This design comes from an exercise in tuning for a short achievable clock period on the open sky130 flow, not from production work. No functional check of the RTL was part of any run shown here. No activity file was given, so power comes from the tool's default toggle rates.

--- design/flow/config.mk ---
export PLATFORM = sky130hd
export DESIGN_NAME = branch_predictor
export DESIGN_NICKNAME = branch_predictor
export VERILOG_FILES = /design/flow/design.v
export SDC_FILE = /design/flow/constraint.sdc
export NUM_CORES = 4
export LEC_CHECK = 0
export ABC_CLOCK_PERIOD_IN_PS = 4000
export CAP_MARGIN = 20
export CORE_MARGIN = 2
export CORE_UTILIZATION = 40
export SETUP_SLACK_MARGIN = 2.0
export SLEW_MARGIN = 20
export SYNTH_HIERARCHICAL = 1
--- design/flow/constraint.sdc ---
create_clock -name core_clock -period 7.0 [get_ports {clk_i}]
set_input_delay 1.4000 -clock core_clock [delete_from_list [all_inputs] [get_ports {clk_i}]]
set_output_delay 1.4000 -clock core_clock [all_outputs]
set_load 0.01 [all_outputs]
--- design/flow/design.v ---
module branch_predictor #(
  parameter int ENTRIES = 16,
  parameter int INDEX_W = 4
) (
  input  logic        clk_i,
  input  logic        rst_i,
  input  logic [31:0] fetch_pc_i,
  output logic [31:0] next_pc_o,
  output logic        pred_taken_o,
  output logic [31:0] pred_target_o,
  input  logic        mem_stall_i,
  input  logic        upd_valid_i,
  input  logic [31:0] upd_pc_i,
  input  logic        upd_taken_i,
  input  logic [31:0] upd_target_i,
  input  logic        upd_pred_taken_i,
  input  logic [31:0] upd_pred_target_i,
  output logic        mispredict_o,
  output logic [31:0] redirect_pc_o,
  output logic [31:0] branch_cnt_o,
  output logic [31:0] mispred_cnt_o
);
  localparam int TAG_W = 30 - INDEX_W;
  typedef enum logic [1:0] {
    CTR_SN = 2'b00,
    CTR_WN = 2'b01,
    CTR_WT = 2'b10,
    CTR_ST = 2'b11
  } ctr_e;
  logic [ENTRIES-1:0]       valid_q;
  logic [ENTRIES-1:0][1:0]  ctr_q;
  logic [TAG_W-1:0]         tag_q    [ENTRIES];
  logic [31:0]              target_q [ENTRIES];
  logic [31:0] branch_cnt_q;
  logic [31:0] mispred_cnt_q;
  logic [INDEX_W-1:0] fetch_idx;
  logic [TAG_W-1:0]   fetch_tag;
  logic [ENTRIES-1:0] fetch_sv;    
  logic [ENTRIES-1:0] fetch_st;    
  logic [ENTRIES-1:0] fetch_nh;    
  logic [ENTRIES-1:0] fetch_nt;    
  logic               fetch_hit;
  logic               fetch_take;
  logic [31:0]        fetch_tgt;
  logic [31:0]        fetch_seq;
  assign fetch_idx = fetch_pc_i[INDEX_W+1:2];
  assign fetch_tag = fetch_pc_i[31:INDEX_W+2];
  always_comb begin
    fetch_tgt = '0;
    for (int i = 0; i < ENTRIES; i++) begin
      fetch_sv[i] = (fetch_idx == i[INDEX_W-1:0]) && valid_q[i];
      fetch_st[i] = (fetch_idx == i[INDEX_W-1:0]) && valid_q[i] && ctr_q[i][1];
      fetch_tgt   = fetch_tgt | ({32{fetch_idx == i[INDEX_W-1:0]}} & target_q[i]);
    end
  end
  for (genvar i = 0; i < ENTRIES; i++) begin : g_cmp
    bp_tag_cmp #(.W(TAG_W)) u_cmp (
      .a_i  (fetch_tag),
      .b_i  (tag_q[i]),
      .sv_i (fetch_sv[i]),
      .st_i (fetch_st[i]),
      .nh_o (fetch_nh[i]),
      .nt_o (fetch_nt[i])
    );
  end
  bp_any #(.N(ENTRIES)) u_hit  (.n_i(fetch_nh), .any_o(fetch_hit));
  bp_any #(.N(ENTRIES)) u_take (.n_i(fetch_nt), .any_o(fetch_take));
  assign fetch_seq = {fetch_pc_i[31:2] + 30'd1, fetch_pc_i[1:0]};
  bp_out_sel u_out (
    .hit_i      (fetch_hit),
    .take_i     (fetch_take),
    .tgt_i      (fetch_tgt),
    .seq_i      (fetch_seq),
    .next_pc_o  (next_pc_o),
    .pred_tgt_o (pred_target_o)
  );
  assign pred_taken_o = fetch_take;
  assign mispredict_o  = upd_valid_i &&
                         ((upd_taken_i != upd_pred_taken_i) ||
                          (upd_taken_i && (upd_target_i != upd_pred_target_i)));
  assign redirect_pc_o = upd_taken_i ? upd_target_i : upd_pc_i + 32'd4;
  logic [INDEX_W-1:0] upd_idx;
  logic [TAG_W-1:0]   upd_tag;
  logic               upd_hit;
  logic               upd_en;
  assign upd_idx = upd_pc_i[INDEX_W+1:2];
  assign upd_tag = upd_pc_i[31:INDEX_W+2];
  assign upd_hit = valid_q[upd_idx] && (tag_q[upd_idx] == upd_tag);
  assign upd_en  = upd_valid_i && !mem_stall_i;
  logic unused_pc_bits;
  assign unused_pc_bits = ^{fetch_pc_i[1:0], upd_pc_i[1:0]};
  always_ff @(posedge clk_i or posedge rst_i) begin
    if (rst_i) begin
      valid_q       <= '0;
      ctr_q         <= {ENTRIES{CTR_WN}};
      branch_cnt_q  <= '0;
      mispred_cnt_q <= '0;
    end else if (upd_en) begin
      branch_cnt_q <= branch_cnt_q + 32'd1;
      if (mispredict_o) begin
        mispred_cnt_q <= mispred_cnt_q + 32'd1;
      end
      if (upd_hit) begin
        if (upd_taken_i) begin
          if (ctr_q[upd_idx] != CTR_ST) ctr_q[upd_idx] <= ctr_q[upd_idx] + 2'd1;
        end else begin
          if (ctr_q[upd_idx] != CTR_SN) ctr_q[upd_idx] <= ctr_q[upd_idx] - 2'd1;
        end
      end else if (upd_taken_i) begin
        valid_q[upd_idx] <= 1'b1;
        ctr_q[upd_idx]   <= CTR_WT;
      end
    end
  end
  always_ff @(posedge clk_i) begin
    if (!rst_i && upd_en && upd_taken_i) begin
      target_q[upd_idx] <= upd_target_i;
      if (!upd_hit) begin
        tag_q[upd_idx] <= upd_tag;
      end
    end
  end
  assign branch_cnt_o  = branch_cnt_q;
  assign mispred_cnt_o = mispred_cnt_q;
endmodule
module bp_tag_cmp #(
  parameter int W = 26
) (
  input  logic [W-1:0] a_i,
  input  logic [W-1:0] b_i,
  input  logic         sv_i,
  input  logic         st_i,
  output logic         nh_o,
  output logic         nt_o
);
  logic eq;
  assign eq   = (a_i == b_i);
  assign nh_o = !(eq && sv_i);
  assign nt_o = !(eq && st_i);
endmodule
module bp_any #(
  parameter int N = 16
) (
  input  logic [N-1:0] n_i,
  output logic         any_o
);
  assign any_o = !(&n_i);
endmodule
module bp_out_sel (
  input  logic        hit_i,
  input  logic        take_i,
  input  logic [31:0] tgt_i,
  input  logic [31:0] seq_i,
  output logic [31:0] next_pc_o,
  output logic [31:0] pred_tgt_o
);
  assign next_pc_o  = take_i ? tgt_i : seq_i;
  assign pred_tgt_o = hit_i ? tgt_i : 32'd0;
endmodule
--- design/flow/run.sh ---
#!/bin/bash
# synth_recipe.tcl (not shown) runs the flow's synth.tcl, then flattens the netlist and writes it again
# the make line also repeats each setting of config.mk as NAME=value (left out here)
make -C /OpenROAD-flow-scripts/flow DESIGN_CONFIG=/design/flow/config.mk WORK_HOME=/design/flow/orfs CLKGATE_MAP_FILE= SYNTH_SCRIPT=/design/flow/synth_recipe.tcl finish
==> summary.txt, run 1 <==
Final layout
  • Utilization after layout: 0.5137
  • Commonest non-fill, non-tap cell in the layout: edfxtp_1
  • Layout cells sized above 1: 0.2588
  • Area Growth Syn to Fin: 27.02%
  • Final nets: slightly below 4k
  • # fillers: around 9.9k
  • Finished Cell Area: a little over 0.06 sq mm
  • Commonest cells after routing, fill and taps aside: edfxtp_1, xnor2_1, buf_4, nand4_1, clkdlybuf4s50_1
  • Storage element area: roughly 0.031 sq mm
  • Multi-input logic area: approximately 0.018 sq mm

CTS
  • Clock H-tree levels: 3
  • CTS tree: done
  • Worst-path clk slew: ~0.060 ns
  • Worst-skew pair later-pin latency: just over 0.7 ns
  • Clk buf depth: 3
  • # hold bufs at CTS: 0
  • Clock sink count: between 1k and 1.5k
  • Clock Tree Root: clkbuf_16
  • CTS Buf Count: 111

Synth
  • Post-synth cell types: 65
  • Async SR Flop Fraction: 0.1077
  • Yosys reg bits: 1040
  • Synthesized instance count: 3174
  • Synth warn: 7
  • Ys flop type: edfxtp_1
  • Mapped Area: 0.04788 sq mm
  • Syn_area_per_cell: between 15 and 20 sq um
  • Synthesized Nets: approximately 3.3k
  • Post-synth EDFFs: 928
  • Seq/Total Area, Yosys: 0.6409

Power and ir drop
  • PD cells: ~230 mW/mm^2
  • Reg power frac: 0.490
  • Peak VDD IR: about 240 uV
  • Internal Pwr Total: 10730 uW
  • P_sw: between 3000 and 4000 uW
  • Sw Ratio: 0.2438
  • Lkg Pwr: 0.02080 uW
  • Comb power frac: 0.108
  • Clock Power Share: 0.403

Detailed routing
  • Via count: around 32k
  • Pre-antenna DRT Iters: 5
  • Post-route ant nets: 0
  • Post-DR wirelength/cell: 32.25 um
  • Vias per cell: 5.950
  • DRT iter0 DRCs: 4098
  • Post-route DRC: 0
  • Detailed Route WL: 175900 um

Timing
  • Final Setup Violations: 0
  • Fin. max-slew vios: 0
  • Worst-Margin Slew: 1.188 ns
  • Max Freq: between 0.15 and 0.2 GHz
  • RSZ-0062 raised after global routing: yes
  • Period utilization: 0.7543
  • Hold Fails Final Rpt: 0
  • Worst clock skew: between 0.03 and 0.04 ns
  • Setup tns final: 0 ns
  • Crit path time final: ~5.3 ns
  • Max transition margin: 0.2062

Placed design
  • GP Congestion: a little over 0.9
  • Placed Instance Area: approximately 0.054 sq mm
  • IO buf count: a little under 300
  • DP HPWL: about 120000 um

Global routing
  • Initial antenna violation count: 8
  • Grt total ovfl: 0
  • Vias in the first global route: around 32k
  • Pin count of the biggest net entering global routing: between 70 and 80
  • First-pass GRT wire length: roughly 240000 um
  • Gr usage total: 0.2830

Critical path
  • Crit path kind: in -> out
  • Setup crit end kind: output pin
  • Startpoint types: primary input
  • Critical path fanouts, max: 8
  • Critical path arrival: between 3 and 4 ns
  • Register-to-register setup slack: between 2 and 3 ns
  • Worst EP required: around 5.6 ns

Worst hold path
  • Hold crit path type: reg -> reg

Floorplanning
  • Die Y: between 300 and 400 um
  • Row cnt: 126
  • Core ar.: ~0.12 sq mm
  • Die X: roughly 350 um
  • # IOs: 296
  • Initial core utilization: 0.4044
  • DIE AREA: between 0.1 and 0.15 sq mm

Status
  • Status: timing/DRC/antenna clean

Job
  • Max cap viols: 0
Yosys stat by module, one instance, submodules excluded, a selection:
module            cells  times used  flip-flops and latches
bp_out_sel           71           1                       0
branch_predictor   2501           1                    1040
power by group through the flow:
| stage | sequential (uW) | clock [uW] | combinational (uW) |
|---|---|---|---|
| 3_5_place_dp | 7080 | 0 | 1340 |
| 2_1_floorplan | 7050 | 0 | 629 |
| 3_3_place_gp | 7080 | 0 | 1340 |
| 5_1_grt | 6960 | 6000 | 1600 |
| 6_report | 6950 | 5710 | 1530 |
| 4_1_cts | 6950 | 5750 | 1500 |
per-stage QoR:
step / hold WS (ns) / setup slack (ns) / cells / power, uW
after floorplan: 0.4451 / 1.936 / 3174 / 7681
after global placement: 0.4574 / 0.4156 / 5122 / 8413
after detailed placement: 0.4616 / 0.4280 / 5122 / 8420
after CTS: 0.4694 / 1.800 / 5446 / 14210
after global routing: 0.5004 / 1.688 / 5452 / 14560
final: 0.4617 / 1.720 / 5455 / 14190
cells in the mapped netlist (9+ instances only):
library cell / number / area (sq um)
buf_1: 12 / 45.04
mux2i_1: 75 / 750.7
nand3_1: 53 / 265.3
nand2_1: 133 / 499.2
inv_1: 32 / 120.1
buf_4: 10 / 75.07
edfxtp_1: 928 / 27870
mux2_2: 18 / 202.7
and3_1: 36 / 225.2
nand4_1: 190 / 1189
a22o_1: 134 / 1174
o21ai_0: 49 / 245.2
nor4_1: 32 / 200.2
ha_1: 13 / 162.7
mux2_4: 52 / 780.8
buf_2: 9 / 45.04
dfrtp_1: 96 / 2402
dfstp_2: 16 / 420.4
mux4_2: 92 / 2072
and2_1: 66 / 412.9
a221oi_1: 134 / 1174
nor2_1: 118 / 442.9
xnor2_1: 458 / 4011
o21bai_1: 15 / 112.6
clkbuf_1: 100 / 375.4
nor4_2: 16 / 200.2
nor3_1: 35 / 175.2
a22oi_1: 20 / 150.1
nand3_4: 10 / 175.2
xor2_1: 136 / 1191
metal layers:
layer,up-vias,track usage,share of wire
met5,-,0,0.00019
met4,4,0.09667,0.037
met3,271,0.06724,0.11
met2,1835,0.4464,0.46
met1,16718,0.3835,0.39
li1,13627,-,-
worst paths after layout:
path	startpoint	to	cells after the start
setup / recovery	fetch_pc_i[9]	next_pc_o[3]	14
hold / removal	mispred_cnt_q[31]	mispred_cnt_q[31]	1
setup reg to reg	tag_q[7][7]	ctr_q[7]	10
hold reg to reg	mispred_cnt_q[31]	mispred_cnt_q[31]	1
max in group asynchronous	rst_i	branch_cnt_q[29]	3
min in group asynchronous	rst_i	valid_q[11]	2
registers in the layout (all words and copies together), names as in the netlist:
signal and count:
target_q 512, valid_q 16, branch_cnt_q 32, mispred_cnt_q 32, ctr_q 32, tag_q 416
area by class of cell:
class                      instances  share of cell area
sequential                      1040              0.5046
clock buffer                     139             0.04740
tap                             1600             0.03291
timing repair buffer             615              0.1130
inverter                          32            0.002057
clock inverter                    64            0.009895
multi-input combinational       1962              0.2900
antenna                            3           0.0001234
logic make-up after synthesis:
kind of cell,synth area share
flip-flops,0.6409
AND/OR/NAND/NOR,0.08425
XOR/XNOR,0.1087
AO/OA/AOI/OAI,0.06627
multiplexers,0.07949
buffers and inverters,0.01701
adder cells (fa/ha/maj),0.003397
worst max-delay path, stage by stage:
cell	delay (ns)
buf_6	0.10
buf_12	0.14
buf_16	0.15
xnor2_4	0.12
nand4_1	0.19
nor4_4	0.05
buf_4	0.17
nand4_1	0.07
nand4_1	0.11
or4_4	0.57
buf_12	0.19
buf_16	0.17
mux2_4	0.31
buf_6	0.12
timing repair:
action / in CTS / in global routing
buffers inserted: 92 / 4
pin swaps: 108 / 25
setup endpoints to repair: 551 / 450
gates resized for setup: 890 / 60
gates cloned: 29 / 1
==> run 2: changes to the inputs <==
--- a/design/flow/config.mk
+++ b/design/flow/config.mk
@@ -9,5 +9,5 @@
 export CAP_MARGIN = 20
 export CORE_MARGIN = 2
-export CORE_UTILIZATION = 40
+export CORE_UTILIZATION = 65
 export SETUP_SLACK_MARGIN = 2.0
 export SLEW_MARGIN = 20
==> run 2 against run 1 <==
Power shrank 1.3%. Sequential share of layout area increased by 0.29 points. Clock power fell by 4.2%. Hold slack better by 0.016 ns. Via count rose by 8.4%. Area after synthesis did not move. Fmax shrank 6.6%. Sequential cell count did not move. Critical path type unchanged. Largest power group unchanged. Highest routed layer unchanged.
==> summary.txt, run 2 <==
Final layout
  • Area Growth Syn to Fin: 26.31%
  • Final nets: roughly 4.0k
  • # fillers: around 3.6k
  • Commonest cells after routing, fill and taps aside: edfxtp_1, xnor2_1, buf_4, nand4_1, clkdlybuf4s50_1
  • Storage element area: around 0.03 sq mm
  • Top Registers: target_q x512, tag_q x416
  • Utilization after layout: 0.8289
  • Top reg by flops: target_q
  • Multi-input logic area: about 0.018 sq mm
  • Layout cells sized above 1: 0.2664
  • Commonest non-fill, non-tap cell in the layout: edfxtp_1
  • Max reg flops: between 500 and 600

Detailed routing
  • Post-DR wirelength/cell: 36.79 um
  • Vias per cell: 7.248
  • DRT iter0 DRCs: ~5.7k
  • Via count: 35.18k
  • Post-route ant nets: 0
  • Post-route DRC: 0
  • Detailed Route WL: about 180000 um
  • Pre-antenna DRT Iters: 6

Synth
  • Mapped Area: ~0.048 sq mm
  • Simple-gate share of the synthesized area: 0.08425
  • Post-synthesis compound-gate area fraction: 0.06627
  • Synthesized instance count: between 3k and 4k
  • Top cells by area, synth: edfxtp_1, xnor2_1, dfrtp_1
  • Synth top area share: 0.5820
  • Post-synth EDFFs: slightly above 900
  • Seq/Total Area, Yosys: 0.6409
  • XOR/XNOR Fraction of Synth Area: 0.1087
  • Async SR Flop Fraction: 0.1077
  • Mux cell area share after synthesis: 0.07949
  • Commonest cells post-synth: edfxtp_1, xnor2_1, nand4_1
  • Synth warn: 7
  • Synthesized Nets: about 3.3k
  • Most numerous cell in the Yosys netlist: edfxtp_1
  • Post-synth cell types: 65
  • Area leader, netlist: edfxtp_1
  • Syn_area_per_cell: roughly 15 sq um
  • Yosys reg bits: roughly 1.0k
  • Adder-cell share of the synthesized area: 0.003397
  • Largest family of logic cells by synthesized area: XOR/XNOR gates
  • Ys flop type: edfxtp_1

CTS
  • Clock sink count: between 1k and 1.5k
  • Clock Tree Root: clkbuf_16
  • CTS tree: done
  • Clock H-tree levels: 3
  • # hold bufs at CTS: 0
  • Worst-path clk slew: roughly 0.060 ns
  • CTS Buf Count: about 100
  • Worst-skew pair later-pin latency: around 0.7 ns
  • Clk buf depth: 3

Worst hold path
  • Hold Path Depth: 1
  • Hold_sp: mispred_cnt_q[31]
  • Hold crit path type: reg -> reg
  • WHS Endpoint: mispred_cnt_q[31]

Critical path
  • CP max stage cell: or4_4
  • Critical path arrival: 4.25 ns
  • Setup crit end kind: output pin
  • Register-to-register setup slack: ~2.7 ns
  • Reg2reg start: tag_q[7][7]
  • Gate family responsible for the most delay along the worst path: buffers and inverters
  • Worst EP required: between 5 and 6 ns
  • Startpoint types: primary input
  • Max incr delay on CP: 0.63 ns
  • Crit path kind: in -> out
  • Critical path fanouts, max: 7
  • R2r endpoint: ctr_q[9]
  • Critical path buffer and inverter count: 10
  • Worst R2R Path Depth: 10
  • Worst-path cell chain: buf_8 > buf_12 > buf_12 > buf_4 > xnor2_1 > nand4_1 > nor2_2 > nand4_1 > nand4_1 > or4_4 > buf_12 > buf_8 > buf_16 > buf_8 > buf_6 > mux2_4 > buf_6

Timing
  • Min Hold Slack: around 0.48 ns
  • Period utilization: 0.8078
  • Worst clock skew: ~0.043 ns
  • Crit path time final: around 5.7 ns
  • Max transition margin: 0.1846
  • Max Freq: 0.1768 GHz
  • RSZ-0062 raised after global routing: yes
  • Hold Fails Final Rpt: 0
  • Fin. max-slew vios: 0
  • Worst-Margin Slew: roughly 1.2 ns
  • Setup tns final: 0 ns
  • Final Setup Violations: 0

Status
  • Status: timing/DRC/antenna clean

Power and ir drop
  • Reg power frac: 0.496
  • Peak VDD IR: 276.4 uV
  • P_sw: ~3500 uW
  • Internal Pwr Total: about 11000 uW
  • Sw Ratio: 0.2463
  • Comb power frac: 0.114
  • Clock Power Share: 0.391
  • PD cells: 231.6 mW/mm^2
  • Lkg Pwr: about 0.021 uW

Global routing
  • GR Util met3: 0.1351
  • Grt total ovfl: 0
  • Global-route layer with the greatest usage: met2
  • Pin count of the biggest net entering global routing: 91
  • Initial antenna violation count: 11
  • First-pass GRT wire length: around 250000 um
  • Gr usage total: 0.4622
  • GR Layer Usage met1: 0.5701
  • Vias in the first global route: 34.24k
  • Met2 Usage GRT: 0.7111

Floorplanning
  • DIE AREA: 0.07585 sq mm
  • Initial core utilization: 0.6563
  • Row cnt: 99
  • Die Y: 275.4 um
  • Die X: ~280 um
  • # IOs: approximately 300
  • Core ar.: ~0.073 sq mm

Placed design
  • DP HPWL: 107300 um
  • IO buf count: around 300
  • GP Congestion: 0.9871

Job
  • Max cap viols: 0
-- run 2: cell counts after synthesis --
Identical to the previous run, type by type.
-- run 2: logic make-up after synthesis --
kind of cell | count (synthesis)
compound gates | 393
xor+xnor | 594
fa+ha+maj | 13
buf+inv | 174
flops | 1040
mux | 237
simple gates | 723
-- run 2: metrics by stage --
stage / total power [uW] / instance area [sq um] / worst slack [ns] / cells
global route: 14240 / 60480 / 1.315 / 4853
finish: 14010 / 60480 / 1.345 / 4854
CTS: 13850 / 59790 / 1.412 / 4814
floorplan: 7681 / 48350 / 1.936 / 3174
detailed placement: 8386 / 53380 / 0.3524 / 4470
global placement: 8357 / 53380 / 0.4542 / 4470
-- run 2: layout make-up --
class / count / area share
inverters: 32 / 0.002131
clock inverters: 59 / 0.008668
flip-flops and latches: 1040 / 0.5074
diodes: 6 / 0.0002483
multi-input cells: 1961 / 0.2910
clock buffers: 129 / 0.04510
well taps: 959 / 0.01984
repair buffers: 668 / 0.1256
-- run 2: power groups by stage --
stage | Clock, uW | Combinational, uW | Sequential (uW)
after global routing | 5660 | 1630 | 6950
final | 5470 | 1590 | 6940
after floorplan | 0 | 629 | 7050
after detailed placement | 0 | 1320 | 7070
after CTS | 5400 | 1510 | 6940
after global placement | 0 | 1290 | 7060
-- run 2: worst max path at each step --
stage	from	end	slack (ns)	cells after the start
final	fetch_pc_i[13]	next_pc_o[26]	1.35	17
after CTS	fetch_pc_i[13]	next_pc_o[15]	1.41	13
after global routing	fetch_pc_i[18]	next_pc_o[26]	1.32	17
after floorplan	upd_pc_i[2]	redirect_pc_o[31]	1.94	16
after detailed placement	fetch_pc_i[3]	next_pc_o[15]	0.35	9
after global placement	fetch_pc_i[3]	next_pc_o[15]	0.45	9
-- run 2: repair_timing --
item	in CTS	in global routing
setup buffers	121	32
setup endpoints to repair	558	189
resized for setup	843	122
gates cloned	35	1
pin swaps	93	31
-- run 2: modules after synthesis, one instance, submodules excluded, a selection --
| module | cells | times used | flops+latches |
|---|---|---|---|
| bp_out_sel | 71 | 1 | 0 |
| branch_predictor | 2501 | 1 | 1040 |
-- run 2: metal layers --
layer / part of all wire / up-vias
li1: - / 13700
met1: 0.32 / 17303
met2: 0.45 / 3369
met3: 0.14 / 804
met4: 0.090 / 8
met5: 0.00026 / -
==> run 3: changes to the inputs <==
--- a/design/flow/config.mk
+++ b/design/flow/config.mk
@@ -9,6 +9,6 @@
 export CAP_MARGIN = 20
 export CORE_MARGIN = 2
-export CORE_UTILIZATION = 65
-export SETUP_SLACK_MARGIN = 2.0
+export CORE_UTILIZATION = 40
+export SETUP_SLACK_MARGIN = 3.0
 export SLEW_MARGIN = 20
 export SYNTH_HIERARCHICAL = 1
==> run 3 against run 2 <==
Synthesized cell count is the same. Utilization shrank 28 points. Combinational power grew 6%. Hold slack lost 0.015 ns. Non-clock buffer count grew 181. Power grew 4.1%. Cell area grew 8.2%. Register-to-register slack lost 0.03 ns. Fmax grew 1.9%. Sequential power is essentially flat. Critical path type unchanged. Largest cell class unchanged. Highest routed layer unchanged.
==> summary.txt, run 3 <==
Power and ir drop
  • Peak VDD IR: roughly 250 uV
  • PD cells: 222.7 mW/mm^2
  • Lkg Pwr: roughly 0.023 uW

Critical path
  • Startpoint types: primary input
  • Critical path fanouts, max: 8
  • Worst R2R Path Depth: 14
  • Worst EP required: about 5.6 ns
  • Crit path kind: in -> out
  • Worst-path cell chain: buf_12 > buf_12 > buf_6 > xnor2_2 > nand4_1 > nor4_4 > nand4_1 > nand4_1 > or4_4 > buf_12 > buf_6 > mux2_4 > buf_6
  • Critical path arrival: approximately 4.2 ns
  • Critical path buffer and inverter count: 6
  • Max incr delay on CP: 0.54 ns
  • Gate family responsible for the most delay along the worst path: simple AND/OR/NAND/NOR gates
  • CP max stage cell: nor4_4
  • Setup crit end kind: output pin
  • CP Depth: 13

Final layout
  • Commonest cells after routing, fill and taps aside: edfxtp_1, xnor2_1, buf_4, buf_6, nand4_1
  • Max reg flops: a little over 500
  • Top reg by flops: target_q
  • Final nets: 4149
  • Area Growth Syn to Fin: 36.67%
  • Top Registers: target_q x512, tag_q x416
  • Commonest non-fill, non-tap cell in the layout: edfxtp_1
  • Final non-filler cell total: around 5.7k
  • Layout cells sized above 1: 0.3391
  • # fillers: 9406

Synth
  • Synth warn: 7
  • Synthesized instance count: approximately 3.2k
  • Post-synth cell types: 65
  • Post-synth EDFFs: a little over 900
  • Yosys reg bits: ~1.0k
  • Synth top area share: 0.5820
  • Mapped Area: between 0.04 and 0.05 sq mm
  • Syn_area_per_cell: ~15 sq um
  • Async SR Flop Fraction: 0.1077
  • Commonest cells post-synth: edfxtp_1, xnor2_1, nand4_1
  • Synthesized Nets: ~3.3k
  • Top cells by area, synth: edfxtp_1, xnor2_1, dfrtp_1
  • Seq/Total Area, Yosys: 0.6409
  • Most numerous cell in the Yosys netlist: edfxtp_1
  • Ys flop type: edfxtp_1
  • Area leader, netlist: edfxtp_1

Timing
  • Setup tns final: 0 ns
  • RSZ-0062 raised after global routing: yes
  • Final Setup Violations: 0
  • Max transition margin: 0.1946
  • Fin. max-slew vios: 0
  • Worst clock skew: 0.04499 ns
  • Period utilization: 0.7925
  • Hold Fails Final Rpt: 0
  • Crit path time final: between 5 and 6 ns
  • Worst-Margin Slew: ~1.2 ns
  • Max Freq: roughly 0.18 GHz

Floorplanning
  • Core ar.: 0.1184 sq mm
  • Die X: about 350 um
  • # IOs: 296
  • Row cnt: roughly 130
  • Initial core utilization: 0.4044
  • Die Y: ~350 um
  • DIE AREA: 0.1225 sq mm

CTS
  • CTS Buf Count: 109
  • Worst-skew pair later-pin latency: about 0.74 ns
  • Clock sink count: between 1k and 1.5k
  • CTS tree: done
  • Clock Tree Root: clkbuf_16
  • Worst-path clk slew: about 0.060 ns
  • Clk buf depth: 3
  • Clock H-tree levels: 3

Detailed routing
  • Via count: approximately 35k
  • Post-DR wirelength/cell: 34.12 um
  • Detailed Route WL: 194400 um
  • Post-route ant nets: 0
  • Vias per cell: 6.097
  • Pre-antenna DRT Iters: 6
  • Post-route DRC: 0
  • DRT iter0 DRCs: 4928

Placed design
  • IO buf count: ~300
  • GP Congestion: approximately 0.99
  • DP HPWL: 117600 um
  • Dpl cells: 5116

Global routing
  • First-pass GRT wire length: between 200000 and 300000 um
  • Gr usage total: 0.3112
  • Vias in the first global route: 33.56k
  • Grt total ovfl: 0
  • Initial antenna violation count: 7
  • Pin count of the biggest net entering global routing: 68

Worst hold path
  • Hold crit path type: reg -> reg
  • Hold Path Depth: 1

Job
  • Max cap viols: 0

Status
  • Status: timing/DRC/antenna clean
run 3: cell types whose count changed in the layout (fill, tap and decap cells not counted), sizes merged, moves of 5 or more:
cell           delta
clkinv            -6
clkdlybuf4s50    -62
clkbuf           +14
bufinv            +6
bufbuf            +8
dlymetal6s2s     -11
clkdlybuf4s15     +7
inv               -5
buf             +244
run 3: path summary, 6_finish.rpt:
path	from	to	slack (ns)
max	fetch_pc_i[23]	next_pc_o[15]	1.45
min	mispred_cnt_q[31]	mispred_cnt_q[31]	0.46
max reg2reg	tag_q[8][11]	tag_q[1][20]	2.66
min reg2reg	mispred_cnt_q[31]	mispred_cnt_q[31]	0.46
max in group asynchronous	rst_i	ctr_q[24]	4.70
min in group asynchronous	rst_i	ctr_q[23]	1.59
run 3: routing by layer:
metal	global-route usage	wire length [um]	vias up
met1	0.4001	71840	17681
li1	-	-	14108
met2	0.4773	86950	2369
met4	0.1770	13530	6
met5	0	47	-
met3	0.08196	22030	572
run 3: Yosys stat by module (local to each module, per instance), excerpt:
module            flip-flops and latches  cells  area, sq um
branch_predictor                    1040   2501        42300
bp_out_sel                             0     71        755.7
run 3: cell families (layout without fill, tap and decap cells):
kind of cell	after synthesis	after routing	synth area share
DFF	1040	1040	0.6409
and+or+nand+nor	723	733	0.08425
xor gates and xnor gates	594	594	0.1087
AOI/OAI and AO/OA	393	393	0.06627
muxes	237	237	0.07949
buffers and inverters	174	1083	0.01701
adders and majority gates	13	13	0.003397
other	0	4	0
run 3: cell type report:
cell class	instances	area [sq um]	share of cell area
timing repair buffer	849	10280	0.1571
multi-input combinational	1970	18690	0.2855
clock inverter	56	710.7	0.01086
clock buffer	146	2908	0.04443
sequential	1040	30690	0.4690
antenna	4	10.01	0.0001530
tap	1600	2002	0.03059
inverter	32	152.6	0.002333
run 3: where the power goes:
part           total, uW  internal, uW  leakage (uW)  switching, uW
Clock               5930          3410       0.00174           2520
Combinational       1690           743        0.0115            950
Sequential          6950          6850       0.00976            103
run 3: through the flow:
step | hold slack [ns] | instance area [sq um] | total power, uW | worst slack (ns) | utilization
2_1_floorplan | 0.4451 | 48740 | 7697 | 1.956 | -
3_3_place_gp | 0.4566 | 54300 | 8440 | 0.4122 | 0.4586
3_5_place_dp | 0.4617 | 54370 | 8447 | 0.3462 | 0.4592
4_1_cts | 0.4695 | 64240 | 14530 | 1.672 | 0.5426
5_1_grt | 0.5012 | 65430 | 14920 | 1.472 | 0.5527
6_report | 0.4625 | 65440 | 14570 | 1.453 | 0.5527
run 3: timing repair:
item	4_1_cts	5_1_grt
hold buffers	0	0
buffers inserted	214	80
pin swaps	174	72
gates cloned	77	3
setup endpoints to repair	674	716
gates resized for setup	1497	119

port drivers added, routing unchanged:
In the flow no input, the clock included, has a driving cell. The finished layouts below were timed again as built, in two steps.
Step 1, drivers: a clkbuf_16 drives clk_i and a buf_2 each remaining input, both assumed.
Step 2, shift: input delay + t, output delay - t, t = (earliest + latest rising clock arrival at the registers) / 2. This alone moves slack from input paths to output paths.
a / b / c = ideal ports / drivers / drivers and shift; a / b = the first two.
| run | t (ns) | setup slack, ns | worst setup path after step 2 |
|---|---|---|---|
| run 1 | 0.764 | 1.720 / 1.668 / 1.223 | input to register |
| run 2 | 0.754 | 1.345 / 1.300 / 1.061 | input to register |
| run 3 | 0.789 | 1.452 / 1.405 / 1.148 | input to register |
After both steps every run listed still meets setup and hold. The setup slack of run 1, which loses most, moves by -0.052 ns with the drivers and by -0.497 ns with both steps.
